Context: an optimization exercise on an open-source flow, tuned for small area. The choices shown serve that exercise and are no tape-out recipe.
Function was checked by simulation only, so behaviour that the tests miss may differ from the original.
Power is estimated from default activity; no workload was simulated.

===== flow/config.mk =====
export PLATFORM = sky130hd
export DESIGN_NAME = calc_chip
export DESIGN_NICKNAME = calc_chip
export VERILOG_FILES = /design/flow/design.v
export SDC_FILE = /design/flow/constraint.sdc
export NUM_CORES = 4
export LEC_CHECK = 0
export CAP_MARGIN = 20
export CORE_MARGIN = 2
export CORE_UTILIZATION = 40
export SLEW_MARGIN = 20

===== flow/constraint.sdc =====
create_clock -name core_clock -period 45.0 [get_ports {clk}]
set_input_delay 9.0000 -clock core_clock [delete_from_list [all_inputs] [get_ports {clk}]]
set_output_delay 9.0000 -clock core_clock [all_outputs]
set_load 0.01 [all_outputs]

===== flow/design.v =====
package calc_pkg;
  typedef logic [3:0] key_code_t;
  typedef enum logic [1:0] {
    op_add,
    op_sub,
    op_mul,
    op_div
  } op_t;
  typedef struct packed {
    logic      valid;
    key_code_t code;
  } key_event_t;
  typedef enum logic [2:0] {
    st_idle,
    st_a_one,
    st_a_two,
    st_op_set,
    st_b_one,
    st_b_two,
    st_result
  } calc_state_t;
  typedef enum logic [2:0] {
    act_none,
    act_clear,
    act_load_a,
    act_append_a,
    act_set_op,
    act_load_b,
    act_append_b,
    act_commit
  } calc_action_t;
  typedef logic [8-1:0] operand_t;
  typedef logic [16-1:0]  result_t;
endpackage
package display_pkg;
  typedef logic [3:0] bcd_digit_t;
  typedef struct packed {
    bcd_digit_t thousands;
    bcd_digit_t hundreds;
    bcd_digit_t tens;
    bcd_digit_t ones;
  } display_word_t;
endpackage
`timescale 1ns/1ps
module key_debounce (
  input  logic clk,
  input  logic rst_n,
  input  logic started,
  input  logic button,
  output logic press
);
  localparam logic [16:0] lfsr_last = 17'h0546b;
  localparam logic [16:0] inv       = 17'b0_1010_1010_1010_1010;
  logic [16:0] timer_q;
  logic [16:0] timer;
  logic [16:0] timer_next;
  logic        level;
  logic        level_q;
  logic        diff;
  logic        last;
  logic        run;
  assign timer = timer_q ^ inv;
  assign diff  = button ^ level;
  assign last  = started && (timer == lfsr_last);
  assign run   = diff && !last;
  always_comb begin
    timer_next[0] = run && (!started || !(timer[16] ^ timer[13]));
    for (int i = 1; i < 17; i++) timer_next[i] = run && started && timer[i-1];
  end
  always_ff @(posedge clk) timer_q <= timer_next ^ inv;
  always_ff @(posedge clk or negedge rst_n) begin
    if (!rst_n) begin
      level   <= 1'b0;
      level_q <= 1'b0;
      press   <= 1'b0;
    end else begin
      if (diff && last) level <= button;
      level_q <= level;
      press   <= level & ~level_q;
    end
  end
endmodule
`timescale 1ns/1ps
module calc_fsm (
  input  logic       clk,
  input  logic       rst_n,
  input  logic       key_valid,
  input  logic [3:0] key_code,
  input  logic       equals,
  input  logic       save,
  output logic [2:0] act,
  output logic       in_b_two,
  output logic       store_write
);
  localparam logic [2:0] st_idle = 3'd0, st_a_one = 3'd1, st_a_two = 3'd7,
                         st_op_set = 3'd2, st_b_one = 3'd3, st_b_two = 3'd6,
                         st_result = 3'd5;
  localparam logic [2:0] act_none = 3'd0, act_clear = 3'd1, act_load = 3'd2,
                         act_shift = 3'd3, act_commit_a2 = 3'd4,
                         act_commit_b1 = 3'd5, act_commit_b2 = 3'd6;
  logic [2:0] state;
  logic [2:0] state_next;
  logic [2:0] act_next;
  logic       is_digit;
  logic       is_oper;
  assign is_digit = key_valid && (key_code <= 4'd9);
  assign is_oper  = key_valid && (key_code >= 4'ha) && (key_code <= 4'hd);
  always_comb begin
    state_next = state;
    act_next   = act_none;
    if (equals) begin
      case (state)
        st_a_one: state_next = st_result;
        st_a_two: begin state_next = st_result; act_next = act_commit_a2; end
        st_b_one: begin state_next = st_result; act_next = act_commit_b1; end
        st_b_two: begin state_next = st_result; act_next = act_commit_b2; end
        st_op_set: begin state_next = st_idle; act_next = act_clear; end
        default: ;
      endcase
    end else if (is_oper) begin
      if (state == st_a_one || state == st_a_two || state == st_result) begin
        state_next = st_op_set;
        act_next   = act_shift;
      end
    end else if (is_digit) begin
      case (state)
        st_idle, st_result: begin state_next = st_a_one; act_next = act_load; end
        st_a_one: begin state_next = st_a_two; act_next = act_shift; end
        st_op_set: begin state_next = st_b_one; act_next = act_shift; end
        st_b_one: begin state_next = st_b_two; act_next = act_shift; end
        default: ;
      endcase
    end
  end
  always_ff @(posedge clk or negedge rst_n) begin
    if (!rst_n) begin
      state       <= st_idle;
      act         <= act_none;
      store_write <= 1'b0;
    end else begin
      state       <= state_next;
      act         <= act_next;
      store_write <= save && (state == st_result);
    end
  end
  assign in_b_two = (state == st_b_two);
endmodule
`timescale 1ns/1ps
module calc_datapath (
  input  logic [1:0]  op,
  input  logic [6:0]  a,
  input  logic [6:0]  b,
  output logic [13:0] result
);
  function automatic logic [15:0] radd(input logic [15:0] x, input logic [15:0] y, input logic cin);
    logic c;
    c = cin;
    for (int i = 0; i < 16; i++) begin
      radd[i] = x[i] ^ y[i] ^ c;
      c = (x[i] & y[i]) | (c & (x[i] ^ y[i]));
    end
  endfunction
  logic        sub;
  logic [7:0]  sum;
  logic [13:0] prod;
  logic [6:0]  quot;
  logic        neg;
  assign sub = (op == 2'd1);
  always_comb begin
    logic [15:0] s;
    s   = radd({9'd0, a}, {9'd0, b ^ {7{sub}}}, sub);
    sum = {s[7] ^ sub, s[6:0]};
  end
  assign neg = sub & sum[7];
  logic [2:0] hi5;
  assign hi5 = {~(sum[7] ^ (sum[6] & sum[5])), sum[6] ^ sum[5], ~sum[5]};
  always_comb begin
    logic [15:0] acc;
    acc = {9'd0, a & {7{b[0]}}};
    for (int i = 1; i < 7; i++) begin
      logic [15:0] s;
      s = radd({9'd0, acc[i +: 7]}, {9'd0, a & {7{b[i]}}}, 1'b0);
      acc[i +: 8] = s[7:0];
    end
    prod = acc[13:0];
  end
  always_comb begin
    logic [6:0] rem;
    rem = 7'd0;
    for (int i = 6; i >= 0; i--) begin
      logic [6:0] p, d;
      logic       bw, fits;
      p  = {rem[5:0], a[i]};
      bw = 1'b0;
      for (int j = 0; j < 7; j++) begin
        if (j < 7 - i) begin
          d[j] = p[j] ^ b[j] ^ bw;
          bw   = (~p[j] & b[j]) | (bw & ~(p[j] ^ b[j]));
        end else begin
          d[j] = 1'b0;
        end
      end
      fits = ~bw;
      for (int j = 7 - i; j < 7; j++) fits = fits & ~b[j];
      quot[i] = fits;
      for (int j = 0; j < 7; j++) rem[j] = (j < 7 - i) ? (fits ? d[j] : p[j]) : 1'b0;
    end
  end
  always_comb begin
    case (op)
      2'd0: result = {6'd0, sum};
      2'd1: result = neg ? {6'b010101, hi5, sum[4:0]} : {7'd0, sum[6:0]};
      2'd2: result = prod;
      default: result = {7'd0, quot & {7{|b}}};
    endcase
  end
endmodule
`timescale 1ns/1ps
module display_formatter (
  input  logic [13:0] value,
  output logic [15:0] bcd
);
  function automatic logic [3:0] add3(input logic [3:0] x);
    add3[3] = x[3] | (x[2] & x[0]) | (x[2] & x[1]);
    add3[2] = (x[3] & x[0]) | (x[2] & ~x[1] & ~x[0]);
    add3[1] = (x[3] & ~x[0]) | (~x[2] & x[1]) | (x[1] & x[0]);
    add3[0] = (x[3] & ~x[0]) | (~x[3] & ~x[2] & x[0]) | (x[2] & x[1] & ~x[0]);
  endfunction
  always_comb begin
    logic [29:0] w;
    w = {16'd0, value};
    for (int i = 0; i < 14; i++) begin
      if (i >= 3)  w[17:14] = add3(w[17:14]);
      if (i >= 6)  w[21:18] = add3(w[21:18]);
      if (i >= 9)  w[25:22] = add3(w[25:22]);
      if (i >= 12) w[29:26] = add3(w[29:26]);
      w = w << 1;
    end
    bcd = w[29:14];
  end
endmodule
`timescale 1ns/1ps
module result_store (
  input  logic        clk,
  input  logic        rst_n,
  input  logic        write,
  input  logic [15:0] data,
  input  logic        page_up,
  input  logic        page_down,
  output logic [15:0] read
);
  logic [15:0] mem [4];
  logic [1:0]  wr_ptr;
  logic        wrapped;
  logic [1:0]  page;
  always_ff @(posedge clk) begin
    if (write) mem[wr_ptr] <= data;
  end
  always_ff @(posedge clk or negedge rst_n) begin
    if (!rst_n) begin
      wr_ptr  <= 2'd0;
      wrapped <= 1'b0;
    end else if (write) begin
      wr_ptr <= wr_ptr + 2'd1;
      if (wr_ptr == 2'd3) wrapped <= 1'b1;
    end
  end
  always_ff @(posedge clk or negedge rst_n) begin
    if (!rst_n) begin
      page <= 2'd0;
    end else if (page_up && !page_down) begin
      page <= page - 2'd1;
    end else if (page_down && !page_up) begin
      page <= page + 2'd1;
    end
  end
  logic [3:0] show;
  always_comb begin
    for (int k = 0; k < 4; k++) show[k] = (page == 2'(k)) && (wrapped || 2'(k) < wr_ptr);
  end
  assign read = ({16{show[0]}} & mem[0]) | ({16{show[1]}} & mem[1]) |
                ({16{show[2]}} & mem[2]) | ({16{show[3]}} & mem[3]);
endmodule
`timescale 1ns/1ps
module calc_top (
  input  logic        clk,
  input  logic        rst_n,
  input  logic        key_valid,
  input  logic [3:0]  key_code,
  input  logic        equals,
  input  logic        save,
  input  logic        page_up,
  input  logic        page_down,
  output logic [15:0] out1,
  output logic [15:0] out2
);
  localparam logic [2:0] act_none = 3'd0, act_clear = 3'd1, act_load = 3'd2,
                         act_shift = 3'd3, act_commit_a2 = 3'd4,
                         act_commit_b1 = 3'd5, act_commit_b2 = 3'd6;
  function automatic logic [15:0] radd(input logic [15:0] x, input logic [15:0] y, input logic cin);
    logic c;
    c = cin;
    for (int i = 0; i < 16; i++) begin
      radd[i] = x[i] ^ y[i] ^ c;
      c = (x[i] & y[i]) | (c & (x[i] ^ y[i]));
    end
  endfunction
  function automatic logic [6:0] dec2(input logic [3:0] t, input logic [3:0] o);
    logic [15:0] s;
    s = radd({11'd0, t, 1'b0}, {12'd0, o}, 1'b0);
    s = radd({9'd0, t, 3'b0}, s, 1'b0);
    dec2 = s[6:0];
  endfunction
  logic        started;
  logic        save_press;
  logic        page_up_press;
  logic        page_down_press;
  logic [2:0]  act;
  logic        in_b_two;
  logic        store_write;
  logic [3:0]  keep;
  logic [15:0] last_result;
  logic [15:0] stored;
  logic [3:0]  at, ao, bt, bo, opc;
  logic [1:0]  op;
  logic [6:0]  a, b;
  logic [13:0] result;
  logic [15:0] result_bcd;
  always_ff @(posedge clk or negedge rst_n) begin
    if (!rst_n) started <= 1'b0;
    else        started <= 1'b1;
  end
  key_debounce save_db0 (.clk(clk), .rst_n(rst_n), .started(started), .button(save), .press(save_press));
  key_debounce page_up_db0 (.clk(clk), .rst_n(rst_n), .started(started), .button(page_up), .press(page_up_press));
  key_debounce page_down_db0 (.clk(clk), .rst_n(rst_n), .started(started), .button(page_down), .press(page_down_press));
  calc_fsm fsm0 (
    .clk(clk), .rst_n(rst_n), .key_valid(key_valid), .key_code(key_code),
    .equals(equals), .save(save_press), .act(act), .in_b_two(in_b_two),
    .store_write(store_write)
  );
  always_comb begin
    at = 4'd0; ao = 4'd0; bt = out1[7:4]; bo = out1[3:0]; opc = 4'ha;
    if (act == act_commit_b1) begin
      at = out1[15:12]; ao = out1[11:8]; bt = 4'd0; opc = out1[7:4];
    end else if (act == act_commit_b2) begin
      at = keep; ao = out1[15:12]; opc = out1[11:8];
    end
  end
  assign op = {~opc[1], opc[0]};
  assign a  = dec2(at, ao);
  assign b  = dec2(bt, bo);
  calc_datapath datapath0 (.op(op), .a(a), .b(b), .result(result));
  display_formatter formatter0 (.value(result), .bcd(result_bcd));
  always_ff @(posedge clk or negedge rst_n) begin
    if (!rst_n) begin
      out1 <= 16'd0;
    end else begin
      case (act)
        act_clear: out1 <= 16'd0;
        act_load:  out1 <= {12'd0, keep};
        act_shift: out1 <= {out1[11:0], keep};
        act_commit_a2, act_commit_b1, act_commit_b2: out1 <= result_bcd;
        default: ;
      endcase
    end
  end
  always_ff @(posedge clk) begin
    if (!started) last_result <= 16'd0;
    else if (act == act_commit_a2 || act == act_commit_b1 || act == act_commit_b2) last_result <= result_bcd;
  end
  always_ff @(posedge clk) begin
    if (!in_b_two) keep <= key_code;
    else if (act == act_shift) keep <= out1[15:12];
  end
  result_store store0 (
    .clk(clk), .rst_n(rst_n), .write(store_write), .data(last_result),
    .page_up(page_up_press), .page_down(page_down_press), .read(stored)
  );
  assign out2 = stored;
endmodule
`timescale 1ns/1ps
module calc_chip (
  input  logic        clk,
  input  logic        rst_n,
  input  logic        key_valid,
  input  logic [3:0]  key_code,
  input  logic        equals,
  input  logic        save,
  input  logic        page_up,
  input  logic        page_down,
  output logic [15:0] out1,
  output logic [15:0] out2
);
  calc_top top0 (
    .clk       (clk),
    .rst_n     (rst_n),
    .key_valid (key_valid),
    .key_code  (key_code),
    .equals    (equals),
    .save      (save),
    .page_up   (page_up),
    .page_down (page_down),
    .out1      (out1),
    .out2      (out2)
  );
endmodule

===== flow/flow/run.sh =====
#!/bin/bash
# Own layout flow: the standard ORFS flow, with a synthesis script that
# differs from the standard one only in technology mapping (full adders only
# from extract_fa, and an area-oriented ABC script). Registers, flattening and
# renaming are as in the standard synthesis.
set -euo pipefail
HERE=$(pwd)
OWN=$HERE/flow
mkdir -p $HERE/own

# the standard synthesis script of this ORFS, with the two mapping changes
sed -e 's|^  extract_fa {\*}\[dont_use_extract_fa_args\]$|  extract_fa -fa|' \
    -e 's|^  log_cmd abc {\*}\$abc_args$|  log_cmd abc -script $::env(OWN_ABC_SCRIPT) {*}[lrange $abc_args 2 end]|' \
    $FLOW_HOME/scripts/synth.tcl > $HERE/own/synth_mod.tcl
grep -q '^  extract_fa -fa$' $HERE/own/synth_mod.tcl
grep -q 'OWN_ABC_SCRIPT' $HERE/own/synth_mod.tcl
sed -e "s|source \$::env(SCRIPTS_DIR)/synth.tcl|source $HERE/own/synth_mod.tcl|" synth_recipe.tcl > $HERE/own/synth_own.tcl
grep -q synth_mod.tcl $HERE/own/synth_own.tcl
export OWN_ABC_SCRIPT=$OWN/abc_own.script

# The standard flow's make command line, with our synthesis script
CMD=$(grep '^make ' standard.sh)
CMD=${CMD//SYNTH_SCRIPT=$HERE\/synth_recipe.tcl/SYNTH_SCRIPT=$HERE/own/synth_own.tcl}
CMD=${CMD//\"\$\{@:-finish\}\"/}
echo "$CMD $(cat $OWN/make_args.txt 2>/dev/null) finish" > $HERE/own_make_cmd.log
eval "$CMD $(cat $OWN/make_args.txt 2>/dev/null) finish" > $HERE/own_make.log 2>&1

B=$HERE/orfs/results/$FLOW_PLATFORM/calc_chip/base
: # left out here: write the final layout as DEF

===== flow/flow/abc_own.script =====
strash
&get -n
&st
&dch -x
&nf -R 2000 -C 32
&put
topo

===== flow/flow/make_args.txt =====
BUFFER_PORTS_ARGS="-buffer_cell sky130_fd_sc_hd__buf_1" CTS_ARGS="-sink_clustering_enable -repair_clock_nets -buf_list sky130_fd_sc_hd__clkbuf_8 -sink_clustering_size 20 -dont_use_dummy_load"

===== flow/standard.sh =====
#!/bin/bash
# synth_recipe.tcl (not shown) runs the flow's synth.tcl, then flattens the netlist and writes it again
# the make line also repeats each setting of config.mk as NAME=value (left out here)
make -C /OpenROAD-flow-scripts/flow DESIGN_CONFIG=/design/flow/config.mk WORK_HOME=/design/flow/orfs CLKGATE_MAP_FILE= SYNTH_SCRIPT=/design/flow/synth_recipe.tcl "${@:-finish}"

==> results of run 1 <==
==> worst min path at each step <==
stage | from | to | slack (ns) | cells past startpoint
detailed placement | top0.page_up_db0.timer_q[8] | top0.page_up_db0.timer_q[9] | 0.36 | 1
finish | top0.save_db0.timer_q[0] | top0.save_db0.timer_q[1] | 0.36 | 1
global route | top0.page_up_db0.timer_q[6] | top0.page_up_db0.timer_q[7] | 0.39 | 1
floorplan | top0.page_down_db0.timer_q[8] | top0.page_down_db0.timer_q[9] | 0.35 | 1
global placement | top0.page_down_db0.timer_q[8] | top0.page_down_db0.timer_q[9] | 0.36 | 1
CTS | top0.save_db0.timer_q[2] | top0.save_db0.timer_q[3] | 0.36 | 1
==> worst max-delay path: cells and delay by family (launching register included) <==
| family | cells | cell delay (ns) |
|---|---|---|
| adder cells (fa/ha/maj) | 16 | 7.00 |
| buffers and inverters | 3 | 0.81 |
| XOR/XNOR | 2 | 0.30 |
| AO/OA/AOI/OAI | 9 | 2.38 |
| AND/OR/NAND/NOR | 18 | 4.15 |
| flip-flops | 1 | 0.42 |
==> kinds of logic (layout without fill, tap and decap cells) <==
family | after synthesis | count (layout) | synth area share, %
other | 1 | 1 | 0.0390
muxes | 19 | 19 | 2.18
DFF | 173 | 173 | 45.0
xor gates and xnor gates | 43 | 43 | 3.91
AOI/OAI and AO/OA | 177 | 177 | 12.4
and+or+nand+nor | 456 | 456 | 21.1
adders and majority gates | 70 | 70 | 13.9
buffers and inverters | 36 | 104 | 1.40
==> stage by stage <==
stage | instances | total power, uW | util, %
global placement | 1343 | 657 | 43.6
floorplan | 975 | 562 | -
CTS | 1360 | 751 | 44.6
finish | 1362 | 748 | 44.6
detailed placement | 1343 | 670 | 43.6
global route | 1362 | 832 | 44.6
==> power groups by stage <==
stage | Combinational (uW) | Sequential, uW | Clock (uW)
2_1_floorplan | 366 | 196 | 0
3_3_place_gp | 459 | 199 | 0
3_5_place_dp | 471 | 199 | 0
4_1_cts | 473 | 196 | 82.2
5_1_grt | 546 | 198 | 88.7
6_report | 472 | 196 | 80.1
==> layer usage <==
| layer | part of all wire, % | global-route usage [%] |
|---|---|---|
| met1 | 47 | 24.1 |
| met2 | 46 | 28.4 |
| met3 | 4.3 | 3.31 |
| met4 | 2.1 | 5.62 |
| met5 | 0 | 0 |
==> area by class of cell <==
class	count	area share, %
multi-input cells	766	49.3
flip-flops and latches	173	41.2
well taps	319	3.80
clock buffers	17	2.23
repair buffers	51	2.16
inverters	36	1.29
==> registers in the layout (all words and copies together), names as in the netlist, 3 cells and up <==
register,cells
top0.page_down_db0.timer_q,17
top0.fsm0.act,3
top0.keep,4
top0.page_up_db0.timer_q,17
top0.fsm0.state,3
top0.save_db0.timer_q,17
top0.last_result,16
top0.out1,16
top0.store0.mem,64
==> cell usage in the layout (no fill, tap or decap), drive strengths merged, types with 10 or more instances in the layout <==
cell	count
dfxtp	67
dfrtp	38
a221o	10
nor2	142
edfxtp	68
buf	51
nor3	18
a21oi	50
o21ai	28
nor2b	14
o22ai	12
clkbuf	17
mux2	16
nand3	16
a222oi	16
and2	15
clkinv	36
and3	10
xor2	13
nand2	187
nand2b	10
a22oi	12
fa	64
xnor2	30
==> results.json, run 1 <==
{
  "seqCellArea_mm2": 0.00433,
  "cts_setup_buffers": 0,
  "clkSinkCount": 173,
  "grt_start_max_net_pins": 39,
  "combPwrFrac_pct": 63.1,
  "crit_required_ns": 45.30,
  "antenna_found_initial": 0,
  "synth_nets": 1050,
  "post-route-period-util_pct": 33.8,
  "worst_slack_ns": 29.81,
  "final_hold_viol_count": 0,
  "hpwl_um": 16200,
  "drive_above_1_share_pct": 2.97,
  "synth_area_leaders": "edfxtp_1 (21%), dfxtp_1 (14%), fa_1 (13%)",
  "p_int_uw": 406,
  "start_kind": "flip-flop",
  "tightest_slew_ns": 0.931,
  "drtPass1Iterations": 5,
  "drv_slew": 0,
  "synth.most_common_cell": "nand2_1",
  "max-vdd-ir-drop_mv": 0.0802,
  "r2r_end": "top0.out1[9]",
  "die_area_mm2": 0.0253,
  "cp-endpoint": "top0.out1[9]",
  "crit_start": "top0.fsm0.act[1]",
  "critPathKind": "flip-flop to flip-flop",
  "r2r.worst_path.cells": 48,
  "power_leakage_uw": 0.00394,
  "end_kind": "flip-flop",
  "grt_overflow_total": 0,
  "synth-edff-count": 68,
  "crit_slowest_cell": "clkinv_1",
  "fillers": 2285,
  "dp_slack_ns": 29.77,
  "cts_root_buf": "clkbuf_8",
  "vias_per_cell": 5.37,
  "powerDensity_mw_per_mm2": 71.1,
  "setup_viol": 0,
  "slew_headroom_pct": 37.4,
  "hp-class": "flip-flop to flip-flop",
  "port_buffers": 42,
  "grt_pass1_wl_um": 36100,
  "cts_tree": "done",
  "insertion_delay_ns": 0.45,
  "drt_iter0_drc": 563,
  "yosys_register_bits": 173,
  "post_dp_cell_area_mm2": 0.0103,
  "cts_resized": 0,
  "final_net_count": 1120,
  "ios": 43,
  "synth_top_area_share_pct": 21.2,
  "start_util_pct": 40.9,
  "drc": 0,
  "place_congestion": 0.912,
  "synth_flop_cell": "edfxtp_1",
  "grt_pass1_vias": 7060,
  "clockBufferDepth": 2,
  "synthArstFlopShare_pct": 22.0,
  "clock.fmax_mhz": 65.8,
  "antenna_cells": 0,
  "finalWirelength_um": 21500,
  "fin_crit_ns": 15.19,
  "synth_cells": 975,
  "crit_fanout": 9,
  "syn2layout_area_growth_pct": 9.18,
  "syn_area_mm2": 0.00963,
  "avgSynthCellArea_um2": 9.87,
  "rsz0062_at_grt": "false",
  "p_seq_share_pct": 26.2,
  "switching_power_uw": 341,
  "core_area_mm2": 0.0235,
  "r2r-start": "top0.fsm0.act[1]",
  "numCtsBuffers": 17,
  "antenna_left": 0,
  "grtUsageTotal_pct": 17.6,
  "wire_per_inst_um": 15.8,
  "holdWs_ns": 0.362,
  "synth_top_area_cell": "edfxtp_1",
  "finClkSkew_ns": 0.0374,
  "num_rows": 56,
  "fin_area_mm2": 0.0105,
  "vias": 7311,
  "synth_cell_types": 49,
  "clockPowerShare_pct": 10.7,
  "synth_warnings": 6,
  "rrSetupSlack_ns": 29.81,
  "die_h_um": 159,
  "fp.dieW_um": 159,
  "clk_pin_slew_ns": 0.08,
  "p_sw_share_pct": 45.6,
  "synth_top_cells_by_count": "nand2_1 (187), nor2_1 (142), edfxtp_1 (68), dfxtp_1 (67), fa_1 (64)",
  "cpPeakStageDelay_ns": 0.56,
  "seq_area_frac_synth_pct": 45.0,
  "multi_input_area_mm2": 0.00518,
  "drv_cap": 0,
  "ctsHoldBuffers": 0,
  "path_common_cell": "fa_1",
  "arrival_ns": 15.49,
  "tns_ns": 0,
  "outcome": "complete, no violations",
  "htreeDepth": 4
}
==> run 2: changes to the inputs <==
--- a/flow/design.v
+++ b/flow/design.v
@@ -222,2 +222,10 @@
 );
+  function automatic logic [15:0] radd(input logic [15:0] x, input logic [15:0] y, input logic cin);
+    logic c;
+    c = cin;
+    for (int i = 0; i < 16; i++) begin
+      radd[i] = x[i] ^ y[i] ^ c;
+      c = (x[i] & y[i]) | (c & (x[i] ^ y[i]));
+    end
+  endfunction
   function automatic logic [3:0] add3(input logic [3:0] x);
@@ -228,13 +236,19 @@
   endfunction
+  logic [3:0]  h;
+  logic [15:0] h3;
+  logic [15:0] m;
+  assign h  = value[13:10];
+  assign h3 = radd({12'd0, h}, {11'd0, h, 1'b0}, 1'b0);
+  assign m  = radd({6'd0, value[9:0]}, {h3[12:0], 3'd0}, 1'b0);
   always_comb begin
-    logic [29:0] w;
-    w = {16'd0, value};
-    for (int i = 0; i < 14; i++) begin
-      if (i >= 3)  w[17:14] = add3(w[17:14]);
-      if (i >= 6)  w[21:18] = add3(w[21:18]);
-      if (i >= 9)  w[25:22] = add3(w[25:22]);
-      if (i >= 12) w[29:26] = add3(w[29:26]);
+    logic [26:0] w;
+    w = {16'd0, m[10:0]};
+    for (int i = 0; i < 11; i++) begin
+      if (i >= 3) w[14:11] = add3(w[14:11]);
+      if (i >= 6) w[18:15] = add3(w[18:15]);
+      if (i >= 9) w[22:19] = add3(w[22:19]);
       w = w << 1;
     end
-    bcd = w[29:14];
+    bcd[11:0]  = w[22:11];
+    bcd[15:12] = h + {3'd0, w[23]};
   end
==> run 2 against run 1 <==
  * Synthesized area down 3.4%
  * Sequential power about the same
  * Register-to-register slack worse by 1.1 ns
  * Combinational power shrank 15%
  * Count of clock-buffer cells in the layout unchanged
  * Non-clock buffer count fell by 1
  * Largest cell class unchanged
  * Highest routed layer unchanged
==> results.json, run 2 <==
{
  "p_int_uw": 373,
  "outcome": "complete, no violations",
  "die_h_um": 156,
  "min_delay_path_depth": 1,
  "start_util_pct": 40.9,
  "synth_flop_cell": "edfxtp_1",
  "crit_required_ns": 45.30,
  "vias_per_cell": 5.39,
  "hold_path_end": "top0.page_down_db0.timer_q[3]",
  "cts_resized": 0,
  "worst_slack_ns": 28.68,
  "power_leakage_uw": 0.00375,
  "critPathKind": "flip-flop to flip-flop",
  "r2r-start": "top0.fsm0.act[2]",
  "clkSinkCount": 173,
  "min_from": "top0.page_down_db0.timer_q[2]",
  "slew_headroom_pct": 33.4,
  "grtUsageTotal_pct": 17.7,
  "crit_fanout": 10,
  "arrival_ns": 16.62,
  "seq_area_frac_synth_pct": 46.6,
  "multi_input_area_mm2": 0.00481,
  "place_congestion": 0.899,
  "num_rows": 55,
  "grt_start_max_net_pins": 39,
  "synth_warnings": 6,
  "grt_overflow_total": 0,
  "largest_reg_flops": 64,
  "worstSetupPathDepth": 48,
  "rsz0062_at_grt": "false",
  "final_common_cell": "nand2_1",
  "synth_cells": 898,
  "synthArstFlopShare_pct": 22.0,
  "grt_pass1_vias": 6444,
  "ios": 43,
  "htreeDepth": 4,
  "fin_crit_ns": 16.32,
  "wire_per_inst_um": 16.6,
  "powerDensity_mw_per_mm2": 66.6,
  "antenna_found_initial": 0,
  "cts_tree": "done",
  "syn_area_mm2": 0.00930,
  "end_kind": "flip-flop",
  "finalWirelength_um": 20700,
  "synth_top_area_share_pct": 22.0,
  "port_buffers": 42,
  "finClkSkew_ns": 0.0403,
  "vias": 6733,
  "cts_setup_buffers": 0,
  "drc": 0,
  "synth_nets": 979,
  "r2r.worst_path.cells": 48,
  "syn2layout_area_growth_pct": 8.93,
  "rrSetupSlack_ns": 28.68,
  "drv_slew": 0,
  "setup_viol": 0,
  "crit_slowest_cell": "fa_1",
  "start_kind": "flip-flop",
  "p_sw_share_pct": 44.6,
  "numCtsBuffers": 17,
  "drv_cap": 0,
  "avgSynthCellArea_um2": 10.4,
  "antenna_cells": 0,
  "final_hold_viol_count": 0,
  "seqCellArea_mm2": 0.00433,
  "core_area_mm2": 0.0227,
  "clockPowerShare_pct": 11.6,
  "drtPass1Iterations": 7,
  "combPwrFrac_pct": 59.7,
  "drive_above_1_share_pct": 3.01,
  "clk_pin_slew_ns": 0.08,
  "cpLargestDelayFamily": "adder cells",
  "hp-class": "flip-flop to flip-flop",
  "post-route-period-util_pct": 36.3,
  "synth.most_common_cell": "nand2_1",
  "cpPeakStageDelay_ns": 0.58,
  "yosys_register_bits": 173,
  "cts_root_buf": "clkbuf_8",
  "synth_cell_types": 48,
  "max-vdd-ir-drop_mv": 0.0807,
  "path_common_cell": "fa_1",
  "cp_num_buf_inv": 4,
  "r2r_end": "top0.out1[15]",
  "drt_iter0_drc": 511,
  "hpwl_um": 15400,
  "switching_power_uw": 301,
  "synth-edff-count": 68,
  "dp_slack_ns": 28.73,
  "die_area_mm2": 0.0245,
  "synth_top_area_cell": "edfxtp_1",
  "synth_area_leaders": "edfxtp_1 (22%), fa_1 (15%), dfxtp_1 (14%)",
  "tightest_slew_ns": 0.994,
  "synth_top_cells_by_count": "nand2_1 (155), nor2_1 (124), fa_1 (70), edfxtp_1 (68), dfxtp_1 (67)",
  "fp.dieW_um": 156,
  "top_register": "top0.store0.mem",
  "antenna_left": 0,
  "p_seq_share_pct": 28.7,
  "tns_ns": 0,
  "final_net_count": 1048,
  "ctsHoldBuffers": 0,
  "fillers": 2172,
  "grt_pass1_wl_um": 33700,
  "clock.fmax_mhz": 61.3,
  "layout_common_cells": "nand2_1 (155), nor2_1 (124), fa_1 (70)",
  "insertion_delay_ns": 0.44,
  "clockBufferDepth": 2
}
[run 2: per-stage QoR]
step	hold WS [ns]	total power, uW	util [%]	cells	area (um2)
global route	0.370	749	44.6	1250	10100
detailed placement	0.365	599	43.6	1233	9900
finish	0.358	674	44.6	1250	10100
floorplan	0.353	504	-	898	9300
global placement	0.362	589	43.6	1233	9900
CTS	0.361	679	44.6	1250	10100
[run 2: logic make-up (layout without fill, tap and decap cells)]
group,after synthesis,after routing,share of synthesized area (%)
AND/OR/NAND/NOR,390,390,18.6
flip-flops,173,173,46.6
AO/OA/AOI/OAI,155,155,11.4
adder cells (fa/ha/maj),76,76,15.7
buffers and inverters,47,114,1.90
XOR/XNOR,38,38,3.58
multiplexers,18,18,2.17
other,1,1,0.0403
[run 2: area by class of cell]
type / instances / area share, %
Multi-Input combinational cell: 678 / 47.5
Clock buffer: 17 / 2.31
Timing Repair Buffer: 50 / 2.16
Inverter: 47 / 1.74
Sequential cell: 173 / 42.8
Tap cell: 285 / 3.52
[run 2: worst max-delay path by stage]
stage | from | end
floorplan | top0.fsm0.act[2] | top0.out1[15]
global placement | top0.fsm0.act[2] | top0.out1[15]
detailed placement | top0.fsm0.act[2] | top0.out1[15]
CTS | top0.fsm0.act[2] | top0.out1[15]
global route | top0.fsm0.act[2] | top0.out1[15]
finish | top0.fsm0.act[2] | top0.out1[15]
[run 2: per-layer routing]
metal | part of all wire, % | GRT usage, % | up-vias
met3 | 5.0 | 2.82 | 10
li1 | - | - | 3285
met2 | 45 | 27.7 | 156
met4 | 1.0 | 3.63 | 0
met1 | 49 | 26.0 | 3282
met5 | 0 | 0 | -
[run 2: power groups by stage]
stage               sequential [uW]  clock (uW)  combinational, uW
floorplan                       194           0                310
finish                          193        78.1                403
detailed placement              197           0                403
global route                    196        86.5                466
global placement                197           0                393
CTS                             193        80.4                405
==> run 3: changes to the inputs <==
--- a/flow/design.v
+++ b/flow/design.v
@@ -94,5 +94,5 @@
 );
-  localparam logic [2:0] st_idle = 3'd0, st_a_one = 3'd1, st_a_two = 3'd7,
-                         st_op_set = 3'd2, st_b_one = 3'd3, st_b_two = 3'd6,
-                         st_result = 3'd5;
+  localparam logic [2:0] st_idle = 3'd0, st_a_one = 3'd1, st_a_two = 3'd6,
+                         st_op_set = 3'd2, st_b_one = 3'd3, st_b_two = 3'd7,
+                         st_result = 3'd4;
   localparam logic [2:0] act_none = 3'd0, act_clear = 3'd1, act_load = 3'd2,
==> run 3 against run 2 <==
  * Still clean on timing, DRC and antenna
  * Non-clock buffer count up 1
  * Cell area down 0.36%
  * Total power up 6.0%
  * Worst hold slack better by 0.0042 ns
  * Combinational power up 9.9%
  * Critical path type unchanged
  * Critical endpoint unchanged
==> results.json, run 3 <==
{
  "outcome": "complete, no violations",
  "syn2layout_area_growth_pct": 8.95,
  "finalWirelength_um": 20800,
  "yosys-mux-area-fraction_pct": 2.31,
  "place_congestion": 0.860,
  "cts_root_buf": "clkbuf_8",
  "clockPowerShare_pct": 11.1,
  "synth_compound_area_share_pct": 11.2,
  "yosys_register_bits": 173,
  "max-vdd-ir-drop_mv": 0.0876,
  "largest_reg_flops": 64,
  "synth_warnings": 6,
  "top_register": "top0.store0.mem",
  "finClkSkew_ns": 0.0415,
  "synth_cell_types": 50,
  "post-route-period-util_pct": 35.9,
  "synth_cells": 894,
  "final_common_cell": "nand2_1",
  "synth_nets": 975,
  "vias_per_cell": 5.41,
  "ctsHoldBuffers": 0,
  "setup_viol": 0,
  "arrival_ns": 16.49,
  "crit_required_ns": 45.33,
  "rsz0062_at_grt": "false",
  "vias": 6752,
  "drv_slew": 0,
  "hpwl_um": 15500,
  "clk_pin_slew_ns": 0.08,
  "fin_crit_ns": 16.17,
  "clkSinkCount": 173,
  "syn_area_mm2": 0.00926,
  "antenna_left": 0,
  "grt_start_max_net_pins": 39,
  "synth_top_cells_by_count": "nand2_1 (157), nor2_1 (132), fa_1 (70), edfxtp_1 (68), dfxtp_1 (67)",
  "crit_slowest_cell": "fa_1",
  "critPathKind": "flip-flop to flip-flop",
  "clock.fmax_mhz": 61.9,
  "start_kind": "flip-flop",
  "port_buffers": 42,
  "synthSimpleGateAreaFrac_pct": 18.9,
  "ios": 43,
  "final_hold_viol_count": 0,
  "hp-class": "flip-flop to flip-flop",
  "antenna_found_initial": 0,
  "combPwrFrac_pct": 62.0,
  "multi_input_area_mm2": 0.00480,
  "p_int_uw": 389,
  "finalNonFillerCells": 1247,
  "wire_per_inst_um": 16.7,
  "cpPeakStageDelay_ns": 0.58,
  "core_area_mm2": 0.0227,
  "synth_flop_cell": "edfxtp_1",
  "cts_setup_buffers": 0,
  "layout_common_cells": "nand2_1 (157), nor2_1 (131), fa_1 (70)",
  "synth_top_family_by_area": "simple AND/OR/NAND/NOR gates",
  "final_net_count": 1045,
  "end_kind": "flip-flop",
  "grtUsageTotal_pct": 17.9,
  "path_common_cell": "fa_1",
  "fp.dieW_um": 156,
  "cts_resized": 0,
  "power_leakage_uw": 0.00378,
  "htreeDepth": 4,
  "drt_iter0_drc": 547,
  "synth_area_leaders": "edfxtp_1 (22%), fa_1 (15%), dfxtp_1 (14%)",
  "drive_above_1_share_pct": 3.12,
  "p_sw_share_pct": 45.5,
  "cpLargestDelayFamily": "adder cells",
  "die_area_mm2": 0.0244,
  "tns_ns": 0,
  "seqCellArea_mm2": 0.00433,
  "clockBufferDepth": 2,
  "drv_cap": 0,
  "switching_power_uw": 325,
  "die_h_um": 156,
  "synth.most_common_cell": "nand2_1",
  "powerDensity_mw_per_mm2": 70.8,
  "num_rows": 55,
  "cp_num_buf_inv": 3,
  "seq_area_frac_synth_pct": 46.8,
  "slew_headroom_pct": 36.9,
  "insertion_delay_ns": 0.46,
  "dp_cells": 1230,
  "tightest_slew_ns": 0.946,
  "synthXorXnorAreaFrac_pct": 3.40,
  "antenna_cells": 0,
  "cts_tree": "done",
  "synthArstFlopShare_pct": 22.0,
  "drc": 0,
  "p_seq_share_pct": 26.9,
  "grt_overflow_total": 0,
  "grt_pass1_wl_um": 34300,
  "synthAdderAreaFrac_pct": 15.8,
  "crit_fanout": 10,
  "avgSynthCellArea_um2": 10.4,
  "fillers": 2191,
  "synth_top_area_share_pct": 22.0,
  "synth-edff-count": 68,
  "drtPass1Iterations": 5,
  "grt_pass1_vias": 6491,
  "synth_top_area_cell": "edfxtp_1",
  "start_util_pct": 40.8,
  "numCtsBuffers": 17,
  "power.total_uw": 714
}
-- run 3: logic make-up after synthesis --
| group | count (synthesis) |
|---|---|
| XOR/XNOR | 36 |
| AO/OA/AOI/OAI | 153 |
| buffers and inverters | 39 |
| multiplexers | 19 |
| adder cells (fa/ha/maj) | 76 |
| other | 1 |
| flip-flops | 173 |
| AND/OR/NAND/NOR | 397 |
-- run 3: path summary, 6_finish.rpt --
kind,end,slack (ns),cells past startpoint,start
worst max-delay path,top0.out1[15],28.83,47,top0.fsm0.act[2]
worst min-delay path,top0.page_down_db0.timer_q[5],0.36,1,top0.page_down_db0.timer_q[4]
worst max register to register,top0.out1[15],28.83,47,top0.fsm0.act[2]
worst min register to register,top0.page_down_db0.timer_q[5],0.36,1,top0.page_down_db0.timer_q[4]
max in group asynchronous,top0.out1[13],35.69,1,rst_n
min in group asynchronous,top0.store0.page[0],8.70,1,rst_n
-- run 3: routing by layer --
metal | up-vias | GRT usage [%] | part of all wire (%)
li1 | 3279 | - | -
met1 | 3295 | 25.5 | 48
met2 | 162 | 28.7 | 46
met3 | 16 | 3.31 | 4.4
met4 | 0 | 3.98 | 1.4
met5 | - | 0 | 0
-- run 3: power groups by stage --
stage	combinational, uW	clock, uW	sequential [uW]
after floorplan	342	0	193
after global placement	435	0	195
after detailed placement	442	0	195
after CTS	446	81.2	192
after global routing	508	86.8	194
final	443	79.2	192
-- run 3: layout make-up --
class / count / share of cell area, %
clock buffers: 17 / 2.32
inverters: 39 / 1.45
multi-input cells: 682 / 47.5
flip-flops and latches: 173 / 42.9
well taps: 285 / 3.53
repair buffers: 51 / 2.24
-- run 3: metrics by stage --
stage | area [um2] | setup WS [ns] | util, % | hold WS, ns
2_1_floorplan | 9260 | 29.99 | - | 0.353
3_3_place_gp | 9860 | 29.19 | 43.4 | 0.360
3_5_place_dp | 9860 | 28.82 | 43.4 | 0.364
4_1_cts | 10100 | 28.83 | 44.4 | 0.368
5_1_grt | 10100 | 27.75 | 44.4 | 0.379
6_report | 10100 | 28.83 | 44.4 | 0.362
==> run 4: changes to the inputs <==
==> flow/flow/make_args.txt (replaced) <==
BUFFER_PORTS_ARGS="-buffer_cell sky130_fd_sc_hd__buf_1" CTS_ARGS="-sink_clustering_enable -repair_clock_nets -buf_list {sky130_fd_sc_hd__clkbuf_4 sky130_fd_sc_hd__clkbuf_8} -sink_clustering_size 12 -dont_use_dummy_load"
==> run 4 against run 3 <==
  * Synthesized cell count unchanged
  * Register-to-register slack barely moved
  * Fmax did not move
  * Sequential power about the same
  * Still clean on timing, DRC and antenna
  * Cell count did not move
  * Via count did not move
  * First-iteration DRC count stayed put
  * Global-route usage unchanged
  * Non-clock buffer count is the same
  * Flip-flop and latch count is the same
  * Cell area unchanged
  * Clock skew did not move
  * Largest power group unchanged
==> results.json, run 4 <==
{
  "cts_setup_buffers": 0,
  "finClkSkew_ns": 0.0415,
  "crit_slowest_cell": "fa_1",
  "synthArstFlopShare_pct": 22.0,
  "top_register": "top0.store0.mem",
  "finalWirelength_um": 20800,
  "grt_overflow_total": 0,
  "synth.most_common_cell": "nand2_1",
  "seqCellArea_mm2": 0.00433,
  "syn2layout_area_growth_pct": 8.95,
  "layout_common_cells": "nand2_1 (157), nor2_1 (131), fa_1 (70)",
  "power.total_uw": 714,
  "p_int_uw": 389,
  "combPwrFrac_pct": 62.0,
  "crit_fanout": 10,
  "hpwl_um": 15500,
  "syn_area_mm2": 0.00926,
  "largest_reg_flops": 64,
  "synth_area_leaders": "edfxtp_1 (22%), fa_1 (15%), dfxtp_1 (14%)",
  "p_sw_share_pct": 45.5,
  "synth_warnings": 6,
  "rsz0062_at_grt": "false",
  "grt_start_max_net_pins": 39,
  "cts_root_buf": "clkbuf_8",
  "synth_flop_cell": "edfxtp_1",
  "antenna_found_initial": 0,
  "drv_cap": 0,
  "crit_required_ns": 45.33,
  "antenna_cells": 0,
  "wire_per_inst_um": 16.7,
  "die_h_um": 156,
  "slew_headroom_pct": 36.9,
  "setup_viol": 0,
  "outcome": "complete, no violations",
  "yosys_register_bits": 173,
  "final_hold_viol_count": 0,
  "synth_top_cells_by_count": "nand2_1 (157), nor2_1 (132), fa_1 (70), edfxtp_1 (68), dfxtp_1 (67)",
  "synth_nets": 975,
  "critPathKind": "flip-flop to flip-flop",
  "ctsHoldBuffers": 0,
  "clockPowerShare_pct": 11.1,
  "p_seq_share_pct": 26.9,
  "arrival_ns": 16.49,
  "switching_power_uw": 325,
  "drtPass1Iterations": 5,
  "power_leakage_uw": 0.00378,
  "drv_slew": 0,
  "num_rows": 55,
  "fillers": 2191,
  "seq_area_frac_synth_pct": 46.8,
  "end_kind": "flip-flop",
  "place_congestion": 0.860,
  "cpPeakStageDelay_ns": 0.58,
  "synth_top_area_share_pct": 22.0,
  "synth-edff-count": 68,
  "drive_above_1_share_pct": 3.12,
  "vias": 6752,
  "fin_crit_ns": 16.17,
  "final_net_count": 1045,
  "path_common_cell": "fa_1",
  "fp.dieW_um": 156,
  "start_kind": "flip-flop",
  "synth_top_area_cell": "edfxtp_1",
  "powerDensity_mw_per_mm2": 70.8,
  "cts_resized": 0,
  "insertion_delay_ns": 0.46,
  "hp-class": "flip-flop to flip-flop",
  "grt_pass1_vias": 6491,
  "numCtsBuffers": 17,
  "dp_slack_ns": 28.82,
  "drt_iter0_drc": 547,
  "grt_pass1_wl_um": 34300,
  "max-vdd-ir-drop_mv": 0.0876,
  "start_util_pct": 40.8,
  "antenna_left": 0,
  "clock.fmax_mhz": 61.9,
  "avgSynthCellArea_um2": 10.4,
  "ios": 43,
  "die_area_mm2": 0.0244,
  "cts_tree": "done",
  "core_area_mm2": 0.0227,
  "port_buffers": 42,
  "clkSinkCount": 173,
  "multi_input_area_mm2": 0.00480,
  "synth_cells": 894,
  "clockBufferDepth": 2,
  "worst_slack_ns": 28.83,
  "drc": 0,
  "htreeDepth": 4,
  "tightest_slew_ns": 0.946,
  "synth_cell_types": 50,
  "final_common_cell": "nand2_1",
  "vias_per_cell": 5.41,
  "grtUsageTotal_pct": 17.9,
  "clk_pin_slew_ns": 0.08,
  "post-route-period-util_pct": 35.9,
  "tns_ns": 0
}
==> run 4: cells by family (layout without fill, tap and decap cells) <==
| logic type | count (synthesis) | after routing | share of synthesized area [%] |
|---|---|---|---|
| compound gates | 153 | 153 | 11.2 |
| xor+xnor | 36 | 36 | 3.40 |
| fa+ha+maj | 76 | 76 | 15.8 |
| buf+inv | 39 | 107 | 1.58 |
| flops | 173 | 173 | 46.8 |
| mux | 19 | 19 | 2.31 |
| other cells | 1 | 1 | 0.0405 |
| simple gates | 397 | 397 | 18.9 |
==> run 4: per-layer routing <==
metal | vias up | GRT usage [%] | share of wire [%]
li1 | 3279 | - | -
met1 | 3295 | 25.5 | 48
met2 | 162 | 28.7 | 46
met3 | 16 | 3.31 | 4.4
met4 | 0 | 3.98 | 1.4
met5 | - | 0 | 0
==> run 4: per-stage QoR <==
step | util (%) | cell area (um2) | hold WS [ns] | std cells
6_report | 44.4 | 10100 | 0.362 | 1247
3_3_place_gp | 43.4 | 9860 | 0.360 | 1230
3_5_place_dp | 43.4 | 9860 | 0.364 | 1230
4_1_cts | 44.4 | 10100 | 0.368 | 1247
5_1_grt | 44.4 | 10100 | 0.379 | 1247
2_1_floorplan | - | 9260 | 0.353 | 894
==> run 4: final timing paths <==
kind / slack [ns] / depth (start not counted) / to / from
worst max register to register: 28.83 / 47 / top0.out1[15] / top0.fsm0.act[2]
worst min register to register: 0.36 / 1 / top0.page_down_db0.timer_q[5] / top0.page_down_db0.timer_q[4]
min in group asynchronous: 8.70 / 1 / top0.store0.page[0] / rst_n
worst min-delay path: 0.36 / 1 / top0.page_down_db0.timer_q[5] / top0.page_down_db0.timer_q[4]
max in group asynchronous: 35.69 / 1 / top0.out1[13] / rst_n
worst max-delay path: 28.83 / 47 / top0.out1[15] / top0.fsm0.act[2]
==> run 4: final cells by class <==
cell class / count / share of cell area, %
clock buffers: 17 / 2.32
inverters: 39 / 1.45
multi-input cells: 682 / 47.5
flip-flops and latches: 173 / 42.9
well taps: 285 / 3.53
repair buffers: 51 / 2.24
==> run 4: worst max-delay path: cells and delay by family, from the launching register on <==
| family | cells | cell delay [ns] |
|---|---|---|
| and+or+nand+nor | 12 | 3.01 |
| xor gates and xnor gates | 1 | 0.16 |
| buffers and inverters | 3 | 0.20 |
| adders and majority gates | 22 | 10.01 |
| DFF | 1 | 0.44 |
| AOI/OAI and AO/OA | 9 | 2.20 |
==> run 4: power by group through the flow <==
stage	Combinational (uW)	Clock (uW)	Sequential (uW)
3_5_place_dp	442	0	195
4_1_cts	446	81.2	192
5_1_grt	508	86.8	194
6_report	443	79.2	192
2_1_floorplan	342	0	193
3_3_place_gp	435	0	195
==> run 5: changes to the inputs <==
--- a/flow/design.v
+++ b/flow/design.v
@@ -167,9 +167,2 @@
   logic        neg;
-  assign sub = (op == 2'd1);
-  always_comb begin
-    logic [15:0] s;
-    s   = radd({9'd0, a}, {9'd0, b ^ {7{sub}}}, sub);
-    sum = {s[7] ^ sub, s[6:0]};
-  end
-  assign neg = sub & sum[7];
   logic [2:0] hi5;
@@ -186,2 +179,4 @@
   end
+  logic [6:0] rem1;
+  logic [6:1] quot_hi;
   always_comb begin
@@ -189,3 +184,3 @@
     rem = 7'd0;
-    for (int i = 6; i >= 0; i--) begin
+    for (int i = 6; i >= 1; i--) begin
       logic [6:0] p, d;
@@ -204,6 +199,17 @@
       for (int j = 7 - i; j < 7; j++) fits = fits & ~b[j];
-      quot[i] = fits;
+      quot_hi[i] = fits;
       for (int j = 0; j < 7; j++) rem[j] = (j < 7 - i) ? (fits ? d[j] : p[j]) : 1'b0;
     end
+    rem1 = rem;
+  end
+  assign sub = (op != 2'd0);
+  always_comb begin
+    logic [15:0] s;
+    logic [6:0]  x;
+    x   = op[1] ? {rem1[5:0], a[0]} : a;
+    s   = radd({9'd0, x}, {9'd0, b ^ {7{sub}}}, sub);
+    sum = {s[7] ^ sub, s[6:0]};
   end
+  assign quot = {quot_hi, ~sum[7]};
+  assign neg = ~op[1] & op[0] & sum[7];
   always_comb begin
==> flow/flow/make_args.txt (replaced) <==
BUFFER_PORTS_ARGS="-buffer_cell sky130_fd_sc_hd__buf_1" CTS_ARGS="-sink_clustering_enable -repair_clock_nets -buf_list sky130_fd_sc_hd__clkbuf_8 -sink_clustering_size 20 -dont_use_dummy_load"
==> run 5 against run 4 <==
  * Fmax down 23%
  * Routed wire length grew 2.7%
  * Still clean
  * Die area hardly changed
  * Combinational power up 7.2%
  * Global-route usage rose by 0.64 points
==> results.json, run 5 <==
{
  "power_leakage_uw": 0.00376,
  "p_seq_share_pct": 26.0,
  "finalNonFillerCells": 1239,
  "combPwrFrac_pct": 63.4,
  "outcome": "complete, no violations",
  "critPathKind": "flip-flop to flip-flop",
  "dp_cells": 1221,
  "crit_fanout": 7,
  "cpPeakStageDelay_ns": 0.71,
  "slew_headroom_pct": 36.9,
  "p_sw_share_pct": 48.1,
  "wl_met2_um": 9820,
  "drv_slew": 0,
  "path_common_cell": "fa_1",
  "drtPass1Iterations": 5,
  "tightest_slew_ns": 0.942,
  "vias": 6731,
  "synth_nets": 967,
  "antenna_left": 0,
  "ios": 43,
  "grtUsageTotal_pct": 18.6,
  "core_area_mm2": 0.0227,
  "met3WireLength_um": 1370,
  "final_common_cell": "nand2_1",
  "crit_slowest_cell": "nor4_1",
  "clockPowerShare_pct": 10.5,
  "insertion_delay_ns": 0.45,
  "synth_cell_types": 50,
  "synth_area_leaders": "edfxtp_1 (22%), fa_1 (15%), dfxtp_1 (14%)",
  "cts_root_buf": "clkbuf_8",
  "drive_above_1_share_pct": 3.35,
  "synth_warnings": 6,
  "htreeDepth": 4,
  "ctsHoldBuffers": 0,
  "clockBufferDepth": 2,
  "die_h_um": 156,
  "vias_per_cell": 5.43,
  "hpwl_um": 15900,
  "drc": 0,
  "finalWirelength_um": 21400,
  "tns_ns": 0,
  "avgSynthCellArea_um2": 10.5,
  "synthArstFlopShare_pct": 22.0,
  "synth_top_area_share_pct": 22.0,
  "p_int_uw": 389,
  "cp_num_buf_inv": 7,
  "synth_cells": 885,
  "final_net_count": 1038,
  "port_buffers": 42,
  "synth-edff-count": 68,
  "place_congestion": 0.922,
  "synth_flop_cell": "edfxtp_1",
  "syn2layout_area_growth_pct": 9.22,
  "power.total_uw": 748,
  "largest_reg_flops": 64,
  "crit_required_ns": 45.31,
  "wire_per_inst_um": 17.2,
  "top_register": "top0.store0.mem",
  "syn_area_mm2": 0.00927,
  "finClkSkew_ns": 0.0313,
  "max-vdd-ir-drop_mv": 0.114,
  "clock.fmax_mhz": 47.3,
  "antenna_cells": 0,
  "setup_viol": 0,
  "die_area_mm2": 0.0244,
  "post-route-period-util_pct": 47.0,
  "end_kind": "flip-flop",
  "seq_area_frac_synth_pct": 46.8,
  "synth_top_area_cell": "edfxtp_1",
  "numCtsBuffers": 17,
  "highest_layer": "met4",
  "cpLargestDelayFamily": "adder cells",
  "arrival_ns": 21.44,
  "yosys_register_bits": 173,
  "drv_cap": 0,
  "grt_overflow_total": 0,
  "grt_start_max_net_pins": 39,
  "antenna_found_initial": 0,
  "drt_iter0_drc": 577,
  "hp-class": "flip-flop to flip-flop",
  "cts_tree": "done",
  "fp.dieW_um": 156,
  "synth_top_cells_by_count": "nand2_1 (151), nor2_1 (123), fa_1 (71), edfxtp_1 (68), dfxtp_1 (67)",
  "grt_pass1_vias": 6733,
  "switching_power_uw": 360,
  "layout_common_cells": "nand2_1 (151), nor2_1 (122), fa_1 (71)",
  "rsz0062_at_grt": "false",
  "cts_resized": 0,
  "synth.most_common_cell": "nand2_1",
  "clk_pin_slew_ns": 0.09,
  "fillers": 2184,
  "cts_setup_buffers": 0,
  "start_util_pct": 40.8,
  "clkSinkCount": 173,
  "wl_met1_um": 9870,
  "grt_pass1_wl_um": 35300,
  "num_rows": 55,
  "start_kind": "flip-flop",
  "final_hold_viol_count": 0,
  "powerDensity_mw_per_mm2": 73.9,
  "fin_crit_ns": 21.13
}
[run 5: changes by cell type in the layout (fill, tap and decap cells not counted), moves of 4 or more]
cell,previous run,this run
a21o_1,8,2
a221o_1,10,14
a22oi_1,12,8
maj3_1,6,0
mux2_1,19,10
mux2i_1,0,9
nand2_1,157,151
nand2b_1,4,12
nor2_1,131,122
nor2b_1,12,16
nor3_1,21,14
or2_0,5,10
xnor2_1,25,31
[run 5: path summary, 6_finish.rpt]
check	endpoint	start	slack, ns	cells past startpoint
max	top0.out1[15]	top0.fsm0.act[1]	23.87	80
min	top0.page_up_db0.timer_q[5]	top0.page_up_db0.timer_q[4]	0.38	1
max reg2reg	top0.out1[15]	top0.fsm0.act[1]	23.87	80
min reg2reg	top0.page_up_db0.timer_q[5]	top0.page_up_db0.timer_q[4]	0.38	1
max in group asynchronous	top0.out1[13]	rst_n	36.07	2
min in group asynchronous	top0.save_db0.level	rst_n	8.43	1
[run 5: cell families after synthesis]
family                   count (synthesis)  share of synthesized area, %
XOR/XNOR                                43                          4.06
multiplexers                            19                          2.19
other                                    1                        0.0405
AO/OA/AOI/OAI                          144                          10.7
AND/OR/NAND/NOR                        397                          19.4
flip-flops                             173                          46.8
adder cells (fa/ha/maj)                 71                          15.3
buffers and inverters                   37                          1.50
[run 5: power by group through the flow]
stage	Clock (uW)	Sequential [uW]	Combinational, uW
final	78.9	195	475
after global routing	87.5	197	532
after CTS	81.0	195	469
after detailed placement	0	198	469
after global placement	0	197	459
after floorplan	0	194	346
[run 5: worst reg2reg max path, delay by kind of cell (launching register included)]
| kind | cells | cell delay, ns |
|---|---|---|
| muxes | 1 | 0.38 |
| xor gates and xnor gates | 6 | 1.33 |
| and+or+nand+nor | 30 | 6.38 |
| adders and majority gates | 29 | 10.50 |
| DFF | 1 | 0.43 |
| buffers and inverters | 7 | 0.48 |
| AOI/OAI and AO/OA | 7 | 1.46 |
[run 5: metrics by stage]
stage	worst slack [ns]	area (um2)	utilization (%)	hold WS, ns
global route	22.47	10100	44.6	0.383
finish	23.87	10100	44.6	0.382
CTS	24.04	10100	44.5	0.381
global placement	24.68	9870	43.5	0.361
floorplan	25.85	9270	-	0.353
detailed placement	24.15	9870	43.5	0.367
[run 5: layout make-up]
cell class	instances	area (um2)	area share (%)
clock buffer	17	234	2.31
timing repair buffer	52	246	2.43
multi-input combinational	675	4810	47.6
tap	285	357	3.52
inverter	37	139	1.37
sequential	173	4330	42.8
[run 5: layer usage]
metal	GRT usage [%]	vias up
li1	-	3234
met2	29.5	196
met1	25.6	3276
met3	4.62	25
met5	0	-
met4	4.81	0

[afterwards: timing with drivers on the ports]
Ports are ideal in the flow. The routed layouts listed here were re-timed in OpenROAD.
Step 1 assumes that a clkbuf_16 drives the clock port and a buf_2 every other input.
Step 2 also shifts input and output timing later by t, the mid clock arrival at the registers, as if the neighbouring blocks saw the same clock.
Slacks: ideal / step 1 / step 2; pairs: ideal / step 1.
run	t (ns)	setup WS [ns]	worst slew at a driven data input, ns
run 1	0.474	29.808 / 29.808 / 29.808	0.04
run 2	0.459	28.684 / 28.684 / 28.684	0.07
run 3	0.475	28.833 / 28.833 / 28.833	0.05
run 4	0.475	28.833 / 28.833 / 28.833	0.05
run 5	0.469	23.872 / 23.872 / 23.872	0.06
After both steps setup and hold are still met in every run listed.
